What follows belongs to an exercise in optimizing a design on an open flow for small area and a short achievable clock period; a production flow would make more cautious choices.
Function was checked by simulation only, so behaviour that the tests miss may differ from the original.
No activity file was given, so power comes from the tool's default toggle rates.

==> module sp_ram_param_nor4, before the edit <==
module sp_ram_param_nor4 (
    input  logic a, b, c, d,
    output logic y
);
    assign y = ~(a | b | c | d);
endmodule
==> module sp_ram_param_dnext, before the edit <==
module sp_ram_param_dnext (
    input  logic d, acc, q,
    output logic y
);
    assign y = acc ? d : q;
endmodule
==> module sp_ram_param_wdec, before the edit <==
module sp_ram_param_wdec (
    input  logic [3:0]  a,
    input  logic        busy,
    input  logic        en,
    output logic [15:0] yn
);
    always_comb begin
        for (int j = 0; j < 16; j++)
            yn[j] = ~(en & (busy | (a == 4'(j))));
    end
endmodule
==> module sp_ram_param, before the edit <==
module sp_ram_param #(
    parameter int DATA_W       = 16,
    parameter int BYTE_W       = 8,
    parameter int ADDR_W       = 8,
    parameter int DEPTH        = 256,
    parameter int RW_MODE      = 0,
    parameter int CLEAR_ON_RST = 1
) (
    input  logic                       clk,
    input  logic                       rst,
    input  logic                       ce,
    input  logic                       we,
    input  logic [DATA_W/BYTE_W-1:0]   be,
    input  logic [ADDR_W-1:0]          addr,
    input  logic [DATA_W-1:0]          din,
    output logic [DATA_W-1:0]          dout,
    output logic                       rd_valid,
    output logic                       busy,
    output logic                       err
);
    localparam int NB = DATA_W / BYTE_W;
    logic [7:0]         r_clr_ptr;
    logic               r_busy;
    logic [1:0]         r_rdn [DATA_W];
    logic               r_rd_valid;
    logic               r_err;
    logic [DATA_W-1:0]  r_mem [DEPTH];
    logic               w_accept;
    logic [NB-1:0]      w_lane_go;
    logic [DATA_W-1:0]  w_wdata;
    assign w_accept = ce & ~r_busy;
    assign w_wdata    = r_busy ? '0 : din;
    logic [15:0] w_wlo_n;
    logic [15:0] w_whi_n [NB];
    logic [NB-1:0] w_wen [DEPTH];
    sp_ram_param_wdec u_wlo (.a(addr[3:0]), .busy(r_busy), .en(1'b1), .yn(w_wlo_n));
    generate
        for (genvar l = 0; l < NB; l++) begin : g_lane
            assign w_lane_go[l] = r_busy | (ce & we & be[l]);
            sp_ram_param_wdec u_whi (.a(addr[7:4]), .busy(r_busy), .en(w_lane_go[l]), .yn(w_whi_n[l]));
        end
    endgenerate
    generate
        for (genvar w = 0; w < DEPTH; w++) begin : g_word
            for (genvar l = 0; l < NB; l++) begin : g_wl
                sp_ram_param_nor2 u_wen (.a(w_wlo_n[w % 16]), .b(w_whi_n[l][w / 16]), .y(w_wen[w][l]));
                always_ff @(posedge clk) begin
                    if (w_wen[w][l])
                        r_mem[w][l*BYTE_W +: BYTE_W] <= w_wdata[l*BYTE_W +: BYTE_W];
                end
            end
        end
    endgenerate
    logic [15:0]      w_rlo_n, w_rhi_n;
    logic [DEPTH-1:0] w_rsel;
    sp_ram_param_pdec u_rlo (.a(addr[3:0]), .en(1'b1),     .yn(w_rlo_n));
    sp_ram_param_pdec u_rhi (.a(addr[7:4]), .en(1'b1),     .yn(w_rhi_n));
    generate
        for (genvar w = 0; w < DEPTH; w++) begin : g_rsel
            sp_ram_param_nor2 u_rsel (.a(w_rlo_n[w % 16]), .b(w_rhi_n[w / 16]), .y(w_rsel[w]));
        end
    endgenerate
    logic [1:0]        w_rdn_next [DATA_W];
    generate
        for (genvar b = 0; b < DATA_W; b++) begin : g_bit
            logic [127:0] t1;    
            logic [31:0]  t2;    
            logic [15:0]  t3;    
            logic [7:0]   t4;    
            logic [1:0]   t5;    
            for (genvar k = 0; k < 128; k++) begin : g_t1
                sp_ram_param_aoi22 u (.a0(w_rsel[2*k]),   .d0(r_mem[2*k][b]),
                                      .a1(w_rsel[2*k+1]), .d1(r_mem[2*k+1][b]), .y(t1[k]));
            end
            for (genvar k = 0; k < 32; k++) begin : g_t2
                sp_ram_param_nand4 u (.a(t1[4*k]), .b(t1[4*k+1]), .c(t1[4*k+2]), .d(t1[4*k+3]), .y(t2[k]));
            end
            for (genvar k = 0; k < 16; k++) begin : g_t3
                sp_ram_param_nor2 u (.a(t2[2*k]), .b(t2[2*k+1]), .y(t3[k]));
            end
            for (genvar k = 0; k < 8; k++) begin : g_t4
                sp_ram_param_nand2 u (.a(t3[2*k]), .b(t3[2*k+1]), .y(t4[k]));
            end
            for (genvar k = 0; k < 2; k++) begin : g_t5
                sp_ram_param_nor4 u (.a(t4[4*k]), .b(t4[4*k+1]), .c(t4[4*k+2]), .d(t4[4*k+3]), .y(t5[k]));
                sp_ram_param_dnext u_dn (.d(t5[k]), .acc(w_accept), .q(r_rdn[b][k]), .y(w_rdn_next[b][k]));
            end
            sp_ram_param_nand2 u_out (.a(r_rdn[b][0]), .b(r_rdn[b][1]), .y(dout[b]));
        end
    endgenerate
    always_ff @(posedge clk or posedge rst) begin
        if (rst) begin
            r_clr_ptr  <= '0;
            r_busy     <= 1'b1;
            for (int b = 0; b < DATA_W; b++)
                r_rdn[b] <= 2'b11;
            r_rd_valid <= 1'b0;
            r_err      <= 1'b0;
        end else begin
            r_rd_valid <= w_accept;
            r_err      <= ce & r_busy;
            for (int b = 0; b < DATA_W; b++)
                r_rdn[b] <= w_rdn_next[b];
            if (r_busy) begin
                r_clr_ptr <= r_clr_ptr + 1'b1;
                if (&r_clr_ptr)
                    r_busy <= 1'b0;
            end
        end
    end
    assign rd_valid = r_rd_valid;
    assign busy     = r_busy;
    assign err      = r_err;
endmodule
clock: 10.0 ns
lec_check: 0
cap_margin: 20
core_margin: 2
core_utilization: 60
cts_cluster_diameter: 80
cts_cluster_size: 25
slew_margin: 20
synth_hierarchical: 1
standard.sh (not shown) runs the stock make flow with config.mk's settings and CLKGATE_MAP_FILE= SYNTH_SCRIPT=/design/flow/synth_recipe.tcl, a recipe that flattens the netlist after the stock synthesis.
==> flow/flow/run.sh <==
#!/bin/bash
# Own layout flow: the standard flow with the synthesized netlist's cells
# first set to their smallest drive strength, port buffers of a plain
# buffer cell, and timing repair aimed at a setup margin below the clock
# period.
set -euo pipefail
cd "$(dirname "$0")/.."
MARGIN=$(cat flow/margin.txt)
bash standard.sh POST_SYNTH_TCL="$PWD/flow/post_synth.tcl" SETUP_SLACK_MARGIN="$MARGIN" \
  "BUFFER_PORTS_ARGS=-buffer_cell sky130_fd_sc_hd__buf_4" finish > flow_make.log 2>&1
==> flow/flow/margin.txt <==
6.4
==> flow/flow/post_synth.tcl <==
# Start the combinational cells at their smallest drive strength; the timing
# repair later upsizes the ones on critical paths.
set n 0
foreach inst [get_cells *] {
  set master [get_property [get_lib_cells -of_objects $inst] name]
  if {[regexp {^sky130_fd_sc_hd__(a2|a3|a4|o2|o3|o4|nand|nor|and|or|xor|xnor|mux|inv)([a-z0-9]*)_([0-9]+)$} $master -> p1 p2 sz]} {
    if {$sz > 1} {
      set small "sky130_fd_sc_hd__${p1}${p2}_1"
      if {[llength [get_lib_cells */$small]] > 0} {
        replace_cell $inst $small
        incr n
      }
    }
  }
}
puts "post_synth: downsized $n cells"
Next try:
--- a/flow/design.v
+++ b/flow/design.v
@@ -23,17 +23,11 @@
 );
     assign y = ~(a & b);
 endmodule
-module sp_ram_param_nor4 (
-    input  logic a, b, c, d,
+module sp_ram_param_dnext (
+    input  logic yn, acc, q,
     output logic y
 );
-    assign y = ~(a | b | c | d);
-endmodule
-module sp_ram_param_dnext (
-    input  logic d, acc, q,
-    output logic y
-);
-    assign y = acc ? d : q;
+    assign y = acc ? ~yn : q;
 endmodule
 module sp_ram_param_pdec (
     input  logic [3:0]  a,
@@ -47,13 +41,14 @@
 endmodule
 module sp_ram_param_wdec (
     input  logic [3:0]  a,
+    input  logic [3:0]  c,
     input  logic        busy,
     input  logic        en,
     output logic [15:0] yn
 );
     always_comb begin
         for (int j = 0; j < 16; j++)
-            yn[j] = ~(en & (busy | (a == 4'(j))));
+            yn[j] = ~(en & ((busy ? c : a) == 4'(j)));
     end
 endmodule
 module sp_ram_param #(
@@ -79,7 +74,7 @@
     localparam int NB = DATA_W / BYTE_W;
     logic [7:0]         r_clr_ptr;
     logic               r_busy;
-    logic [1:0]         r_rdn [DATA_W];
+    logic [DATA_W-1:0]  r_dout;
     logic               r_rd_valid;
     logic               r_err;
     logic [DATA_W-1:0]  r_mem [DEPTH];
@@ -91,11 +86,11 @@
     logic [15:0] w_wlo_n;
     logic [15:0] w_whi_n [NB];
     logic [NB-1:0] w_wen [DEPTH];
-    sp_ram_param_wdec u_wlo (.a(addr[3:0]), .busy(r_busy), .en(1'b1), .yn(w_wlo_n));
+    sp_ram_param_wdec u_wlo (.a(addr[3:0]), .c(r_clr_ptr[3:0]), .busy(r_busy), .en(1'b1), .yn(w_wlo_n));
     generate
         for (genvar l = 0; l < NB; l++) begin : g_lane
             assign w_lane_go[l] = r_busy | (ce & we & be[l]);
-            sp_ram_param_wdec u_whi (.a(addr[7:4]), .busy(r_busy), .en(w_lane_go[l]), .yn(w_whi_n[l]));
+            sp_ram_param_wdec u_whi (.a(addr[7:4]), .c(r_clr_ptr[7:4]), .busy(r_busy), .en(w_lane_go[l]), .yn(w_whi_n[l]));
         end
     endgenerate
     generate
@@ -118,14 +113,16 @@
             sp_ram_param_nor2 u_rsel (.a(w_rlo_n[w % 16]), .b(w_rhi_n[w / 16]), .y(w_rsel[w]));
         end
     endgenerate
-    logic [1:0]        w_rdn_next [DATA_W];
+    logic [DATA_W-1:0] w_dnext;
     generate
         for (genvar b = 0; b < DATA_W; b++) begin : g_bit
             logic [127:0] t1;    
             logic [31:0]  t2;    
             logic [15:0]  t3;    
             logic [7:0]   t4;    
-            logic [1:0]   t5;    
+            logic [3:0]   t5;    
+            logic [1:0]   t6;    
+            logic         t7;    
             for (genvar k = 0; k < 128; k++) begin : g_t1
                 sp_ram_param_aoi22 u (.a0(w_rsel[2*k]),   .d0(r_mem[2*k][b]),
                                       .a1(w_rsel[2*k+1]), .d1(r_mem[2*k+1][b]), .y(t1[k]));
@@ -139,26 +136,27 @@
             for (genvar k = 0; k < 8; k++) begin : g_t4
                 sp_ram_param_nand2 u (.a(t3[2*k]), .b(t3[2*k+1]), .y(t4[k]));
             end
-            for (genvar k = 0; k < 2; k++) begin : g_t5
-                sp_ram_param_nor4 u (.a(t4[4*k]), .b(t4[4*k+1]), .c(t4[4*k+2]), .d(t4[4*k+3]), .y(t5[k]));
-                sp_ram_param_dnext u_dn (.d(t5[k]), .acc(w_accept), .q(r_rdn[b][k]), .y(w_rdn_next[b][k]));
+            for (genvar k = 0; k < 4; k++) begin : g_t5
+                sp_ram_param_nor2 u (.a(t4[2*k]), .b(t4[2*k+1]), .y(t5[k]));
             end
-            sp_ram_param_nand2 u_out (.a(r_rdn[b][0]), .b(r_rdn[b][1]), .y(dout[b]));
+            for (genvar k = 0; k < 2; k++) begin : g_t6
+                sp_ram_param_nand2 u (.a(t5[2*k]), .b(t5[2*k+1]), .y(t6[k]));
+            end
+            sp_ram_param_nor2 u_t7 (.a(t6[0]), .b(t6[1]), .y(t7));
+            sp_ram_param_dnext u_dn (.yn(t7), .acc(w_accept), .q(r_dout[b]), .y(w_dnext[b]));
         end
     endgenerate
     always_ff @(posedge clk or posedge rst) begin
         if (rst) begin
             r_clr_ptr  <= '0;
             r_busy     <= 1'b1;
-            for (int b = 0; b < DATA_W; b++)
-                r_rdn[b] <= 2'b11;
+            r_dout     <= '0;
             r_rd_valid <= 1'b0;
             r_err      <= 1'b0;
         end else begin
             r_rd_valid <= w_accept;
             r_err      <= ce & r_busy;
-            for (int b = 0; b < DATA_W; b++)
-                r_rdn[b] <= w_rdn_next[b];
+            r_dout     <= w_dnext;
             if (r_busy) begin
                 r_clr_ptr <= r_clr_ptr + 1'b1;
                 if (&r_clr_ptr)
@@ -166,6 +164,7 @@
             end
         end
     end
+    assign dout     = r_dout;
     assign rd_valid = r_rd_valid;
     assign busy     = r_busy;
     assign err      = r_err;
=>
- wire length came out lower by 2.0%
- setup slack improves by 0.13 ns
- via count came out lower by 0.58%
- global-route usage barely changes
- clock-buffer cell count came out lower by 65
- critical path depth came out higher by 13
- total power came out lower by 0.79%
- clock power came out lower by about 1%
- final area came out lower by 1.0%
- non-clock buffer count came out lower by 121
- sequential share of layout area came out higher by 0.47 points

what the ideal ports hide:
The results above use ideal ports. As a check the final layouts listed here were re-extracted and re-timed, cells and wires unchanged. Step 1 assumes that a clkbuf_16 drives the clock port and a buf_2 every other input. Step 2 also shifts input and output timing later by t, the mid clock arrival at the registers, as if the neighbouring blocks saw the same clock. Slacks: no drivers / after step 1 / after step 2; pairs: no drivers / after step 1.
| run | t, ns | slack for setup (ns) | worst register clock-pin slew, ns |
|---|---|---|---|
| the first run | 0.956 | 6.067 / 5.970 / 5.130 | 0.10 / 0.10 |
| the second run | 0.971 | 6.198 / 6.117 / 5.146 | 0.10 / 0.10 |
After both steps setup and hold are still met in every run listed. The setup slack of the second run, which loses most, moves by -0.081 ns with the drivers and by -1.052 ns with both steps.
